This design comes from an exercise in tuning for small area, a short achievable clock period and few clock cycles per item on the open sky130 flow, not from production work.
At most, simulation tests tie the RTL to the original design; equivalence was not proved.

==> try-lagoon <==
Design fft2d_top, start of the top module:
module fft2d_top (
  input  logic                          clk,
  input  logic                          arst_n,
  input  logic                          in_valid,
  output logic                          in_ready,
  input  logic signed [16-1:0]  in_re,
  input  logic signed [16-1:0]  in_im,
  output logic                          out_valid,
  input  logic                          out_ready,
  output logic signed [20-1:0] out_re,
  output logic signed [20-1:0] out_im,
  output logic                          out_last
);
==> flow/config.mk <==
export PLATFORM = sky130hd
export DESIGN_NAME = fft2d_top
export DESIGN_NICKNAME = fft2d_top
export VERILOG_FILES = /design/flow/design.v
export SDC_FILE = /design/flow/constraint.sdc
export NUM_CORES = 4
export LEC_CHECK = 0
export CAP_MARGIN = 20
export CORE_MARGIN = 2
export CORE_UTILIZATION = 40
export PLACE_DENSITY = 0.6
export SLEW_MARGIN = 20
==> flow/constraint.sdc <==
create_clock -name core_clock -period 6.0 [get_ports {clk}]
set_input_delay 1.2000 -clock core_clock [delete_from_list [all_inputs] [get_ports {clk}]]
set_output_delay 1.2000 -clock core_clock [all_outputs]
set_load 0.01 [all_outputs]
run.sh (not shown) runs the stock make flow with config.mk's settings and CLKGATE_MAP_FILE= SYNTH_SCRIPT=/design/flow/synth_recipe.tcl, a recipe that flattens the netlist after the stock synthesis.
==> try-delta: changes against try-lagoon <==
==> flow/design.v (replaced) <==
module fft2d_top (
  input  logic                          clk,
  input  logic                          arst_n,
  input  logic                          in_valid,
  output logic                          in_ready,
  input  logic signed [16-1:0]  in_re,
  input  logic signed [16-1:0]  in_im,
  output logic                          out_valid,
  input  logic                          out_ready,
  output logic signed [20-1:0] out_re,
  output logic signed [20-1:0] out_im,
  output logic                          out_last
);
  localparam int IW = 16;    
  localparam int AW = IW + 1;         
  localparam int RW = 18;   
  localparam int ZW = RW + 1;         
  localparam int OW = 20;   
  localparam int EW = 2 * RW;         
  logic                 xv;         
  logic [1:0]           xc;         
  logic signed [IW-1:0] xre, xim;   
  logic                 xgo;        
  logic                 rv;         
  logic                 ins;        
  logic                 in_fire;
  logic                 xv_n;       
  logic [1:0]           xc_n;
  logic                 rv_n;
  logic signed [IW-1:0] x0r, x0i;   
  logic signed [AW-1:0] pr, pim;    
  logic signed [AW-1:0] qr, qim;    
  logic signed [AW-1:0] cr, cim;    
  logic signed [AW-1:0] dr, dim;    
  logic signed [AW-1:0] ur, ui;     
  logic signed [AW-1:0] vr, vi;     
  logic signed [AW-1:0] sr, si;     
  logic signed [AW-1:0] tr, ti;     
  assign xgo     = xv && !(xc == 2'd1 && rv);
  assign in_fire = in_valid && in_ready;
  assign xv_n = in_fire || (xv && !xgo);
  assign xc_n = xgo ? xc + 2'd1 : xc;
  assign rv_n = (xgo && xc == 2'd3) || (rv && !ins);
  always_ff @(posedge clk)
  begin
    if (in_fire)
    begin
      xre <= in_re;
      xim <= in_im;
    end
  end
  always_ff @(posedge clk or negedge arst_n)
  begin
    if (!arst_n)
    begin
      xv       <= 1'b0;
      xc       <= '0;
      rv       <= 1'b0;
      in_ready <= 1'b1;
    end
    else
    begin
      xv       <= xv_n;
      xc       <= xc_n;
      rv       <= rv_n;
      in_ready <= !(xv_n && xc_n == 2'd1 && rv_n);
    end
  end
  assign ur = xc[0] ? qr : AW'(x0r);
  assign ui = xc[0] ? qim : AW'(x0i);
  assign vr = AW'(xre);
  assign vi = AW'(xim);
  assign sr = ur + vr;
  assign si = ui + vi;
  assign tr = ur + ~vr + AW'(1);
  assign ti = ui + ~vi + AW'(1);
  always_ff @(posedge clk)
  begin
    if (xgo)
    begin
      case (xc)
        2'd0:
        begin
          x0r <= xre;
          x0i <= xim;
        end
        2'd1:
        begin
          qr  <= vr;
          qim <= vi;
        end
        2'd2:
        begin
          pr  <= sr;
          pim <= si;
          cr  <= tr;
          cim <= ti;
        end
        default:
        begin
          qr  <= sr;
          qim <= si;
          dr  <= tr;
          dim <= ti;
        end
      endcase
    end
  end
  logic [EW-1:0] w [4];
  logic signed [RW-1:0] w0r, w0i, w1r, w1i, w2r, w2i, w3r, w3i;
  assign w0r = RW'(pr)  + RW'(qr);
  assign w0i = RW'(pim) + RW'(qim);
  assign w2r = RW'(pr)  - RW'(qr);
  assign w2i = RW'(pim) - RW'(qim);
  assign w1r = RW'(cr)  + RW'(dim);
  assign w1i = RW'(cim) - RW'(dr);
  assign w3r = RW'(cr)  - RW'(dim);
  assign w3i = RW'(cim) + RW'(dr);
  assign w[0] = {w0i, w0r};
  assign w[1] = {w1i, w1r};
  assign w[2] = {w2i, w2r};
  assign w[3] = {w3i, w3r};
  logic [15:0][EW-1:0] m;        
  logic [3:0]          v;        
  logic [3:0]          e;        
  logic                mode;     
  logic                hmode_n;  
  logic [1:0]          wrow;     
  logic                ld1;      
  logic                cons;     
  logic [1:0]          bin;      
  logic [1:0]          rcol;     
  logic                rdf;      
  assign e[0] = cons || !v[0];
  assign e[1] = cons || !(v[0] && v[1]);
  assign e[2] = cons || !(v[0] && v[1] && v[2]);
  assign e[3] = cons || !(v[0] && v[1] && v[2] && v[3]);
  assign ins  = rv && e[3];
  for (genvar gi = 0; gi < 4; gi++)
  begin : g_row
    for (genvar gj = 0; gj < 4; gj++)
    begin : g_col
      logic          en;
      logic [EW-1:0] src0;   
      logic [EW-1:0] src1;   
      if (gj == 3)
        assign src0 = w[gi];
      else
        assign src0 = m[gi*4 + gj + 1];
      if (gi == 3)
        assign src1 = w[gj];
      else
        assign src1 = m[(gi+1)*4 + gj];
      assign en = mode ? e[gi] : e[gj];
      always_ff @(posedge clk)
      begin
        if (en)
          m[gi*4 + gj] <= mode ? src1 : src0;
      end
    end
  end
  always_ff @(posedge clk or negedge arst_n)
  begin
    if (!arst_n)
    begin
      v       <= '0;
      mode    <= 1'b0;
      hmode_n <= 1'b1;
      wrow    <= '0;
      rdf     <= 1'b0;
    end
    else
    begin
      for (int j = 0; j < 3; j++)
        if (e[j])
          v[j] <= v[j+1];
      if (e[3])
        v[3] <= rv;
      if (ins)
      begin
        wrow <= wrow + 2'd1;
        if (wrow == 2'd3)
        begin
          mode    <= ~mode;   
          hmode_n <= mode;
        end
      end
      if (ins && wrow == 2'd3)
        rdf <= 1'b1;
      else if (cons && rcol == 2'd3)
        rdf <= 1'b0;
    end
  end
  logic signed [RW-1:0] hr [4];   
  logic signed [RW-1:0] hi [4];
  logic signed [RW-1:0] gr, gi, kr, ki;   
  logic                 odd;
  logic signed [ZW-1:0] a2r, a2i, a3r, a3i;   
  logic                 s1v;      
  logic [1:0]           s1b;      
  logic                 s1l;      
  logic signed [ZW-1:0] xr, xi, fr, fi;
  logic                 nr, ni;   
  logic signed [OW-1:0] yr, yi;
  logic                 oa;       
  logic                 kv;       
  logic signed [OW-1:0] kre, kim;
  logic                 klast;
  logic                 s1go;     
  for (genvar g = 0; g < 4; g++)
  begin : g_head
    logic [EW-1:0] h;
    assign h     = hmode_n ? m[g*4] : m[g];
    assign hr[g] = h[RW-1:0];
    assign hi[g] = h[EW-1:RW];
  end
  assign odd = bin[0];
  assign gr  = odd ? hi[1] : hr[1];
  assign gi  = odd ? hr[1] : hi[1];
  assign kr  = odd ? hi[3] : hr[3];
  assign ki  = odd ? hr[3] : hi[3];
  assign a2r = ZW'(hr[2]) ^ {ZW{odd}};
  assign a2i = ZW'(hi[2]) ^ {ZW{odd}};
  assign a3r = ZW'(kr) ^ {ZW{odd}};
  assign a3i = ZW'(ki) ^ {ZW{odd}};
  assign ld1  = rdf && !(s1v && out_valid && kv);
  assign cons = ld1 && (bin == 2'd3);
  always_ff @(posedge clk)
  begin
    if (ld1)
    begin
      xr  <= ZW'(hr[0]) + a2r + ZW'(odd);
      xi  <= ZW'(hi[0]) + a2i + ZW'(odd);
      fr  <= ZW'(gr) + a3r + ZW'(odd);
      fi  <= ZW'(gi) + a3i + ZW'(odd);
      s1b <= bin;
      s1l <= (bin == 2'd3) && (rcol == 2'd3);
    end
  end
  assign nr = s1b[1];
  assign ni = s1b[1] ^ s1b[0];
  assign yr = OW'(xr) + (OW'(fr) ^ {OW{nr}}) + OW'(nr);
  assign yi = OW'(xi) + (OW'(fi) ^ {OW{ni}}) + OW'(ni);
  assign oa   = !out_valid || out_ready;
  assign s1go = s1v && (!kv || oa);
  always_ff @(posedge clk or negedge arst_n)
  begin
    if (!arst_n)
    begin
      s1v       <= 1'b0;
      kv        <= 1'b0;
      out_valid <= 1'b0;
      bin       <= '0;
      rcol      <= '0;
    end
    else
    begin
      s1v       <= ld1 || (s1v && !s1go);
      kv        <= oa ? (kv && s1v) : (kv || s1v);
      out_valid <= oa ? (kv || s1v) : 1'b1;
      if (ld1)
        bin <= bin + 2'd1;
      if (cons)
        rcol <= rcol + 2'd1;
    end
  end
  always_ff @(posedge clk)
  begin
    if (s1v && (kv == oa))
    begin
      kre   <= yr;
      kim   <= yi;
      klast <= s1l;
    end
    if (oa && (kv || s1v))
    begin
      out_re   <= kv ? kre : yr;
      out_im   <= kv ? kim : yi;
      out_last <= kv ? klast : s1l;
    end
  end
endmodule
Settings changed: SETUP_SLACK_MARGIN set to 3.0.
==> try-fjord: changes against try-lagoon <==
Settings changed: SETUP_SLACK_MARGIN set to 3.0.
==> impl_metrics.env <==
export IMPL_first_global_vias=34457
export IMPL_use_met3_pct=2.63
export IMPL_synth_xor_area_share_pct=4.86
export IMPL_status="finished clean"
export IMPL_die_h_um=372
export IMPL_hold_slack_ns=0.472
export IMPL_timing_rr_start="hmode_n"
(the above is from try-delta)
==> impl_metrics.env <==
export IMPL_status="finished clean"
export IMPL_die_h_um=372
export IMPL_hold_slack_ns=0.478
export IMPL_use_met3_pct=2.34
export IMPL_synth_xor_area_share_pct=5.82
export IMPL_row_count=134
export IMPL_hold_start="s1v"
export IMPL_first_global_vias=33510
(the above is from try-lagoon)
==> impl_metrics.env <==
export IMPL_synth_xor_area_share_pct=5.82
export IMPL_crit_chain="buf_6 > mux2i_4 > ha_4 > o21ai_4 > or2_4 > nor2_4 > o22ai_4 > nand2b_4 > xor2_2 > mux2i_2 > ha_4 > o21ai_2 > nand2b_4 > o41a_1 > o41ai_4 > o21ai_2 > a31o_2 > a21oi_2 > xnor2_1"
export IMPL_hold_slack_ns=0.468
export IMPL_die_h_um=372
export IMPL_first_global_vias=35382
export IMPL_status="finished clean"
export IMPL_synth_most_common_cell="edfxtp_1"
export IMPL_h_tree_depth=3
(the above is from try-fjord)
Testbench counts of try-delta, summed over its fixed seeds: cycles 6,304, samples 6,144.
For try-lagoon and try-fjord, only the layout was checked, not whether the RTL still works.

==> re-timing with driven ports <==
The flow's constraints put no driver on any port. The routed layouts listed below were extracted and timed again, unchanged, in two steps. Step 1, drivers: a clkbuf_16 drives clk and a buf_2 each remaining input, both assumed. Step 2, shift: input delay + t, output delay - t, t = (earliest + latest rising clock arrival at the registers) / 2. This alone moves slack from input paths to output paths. Slacks: ideal / step 1 / step 2; pairs: ideal / step 1.
run	t (ns)	setup slack, ns	clock arrival spread, ns	slew at the worst register clock pin (ns)
try-lagoon	0.775	1.176 / 1.176 / 1.176	0.054 / 0.054	0.07 / 0.07
try-delta	0.764	2.385 / 2.385 / 2.385	0.033 / 0.033	0.07 / 0.07
try-fjord	0.764	2.194 / 2.194 / 2.194	0.032 / 0.032	0.06 / 0.06
After both steps setup and hold are still met in every run listed.
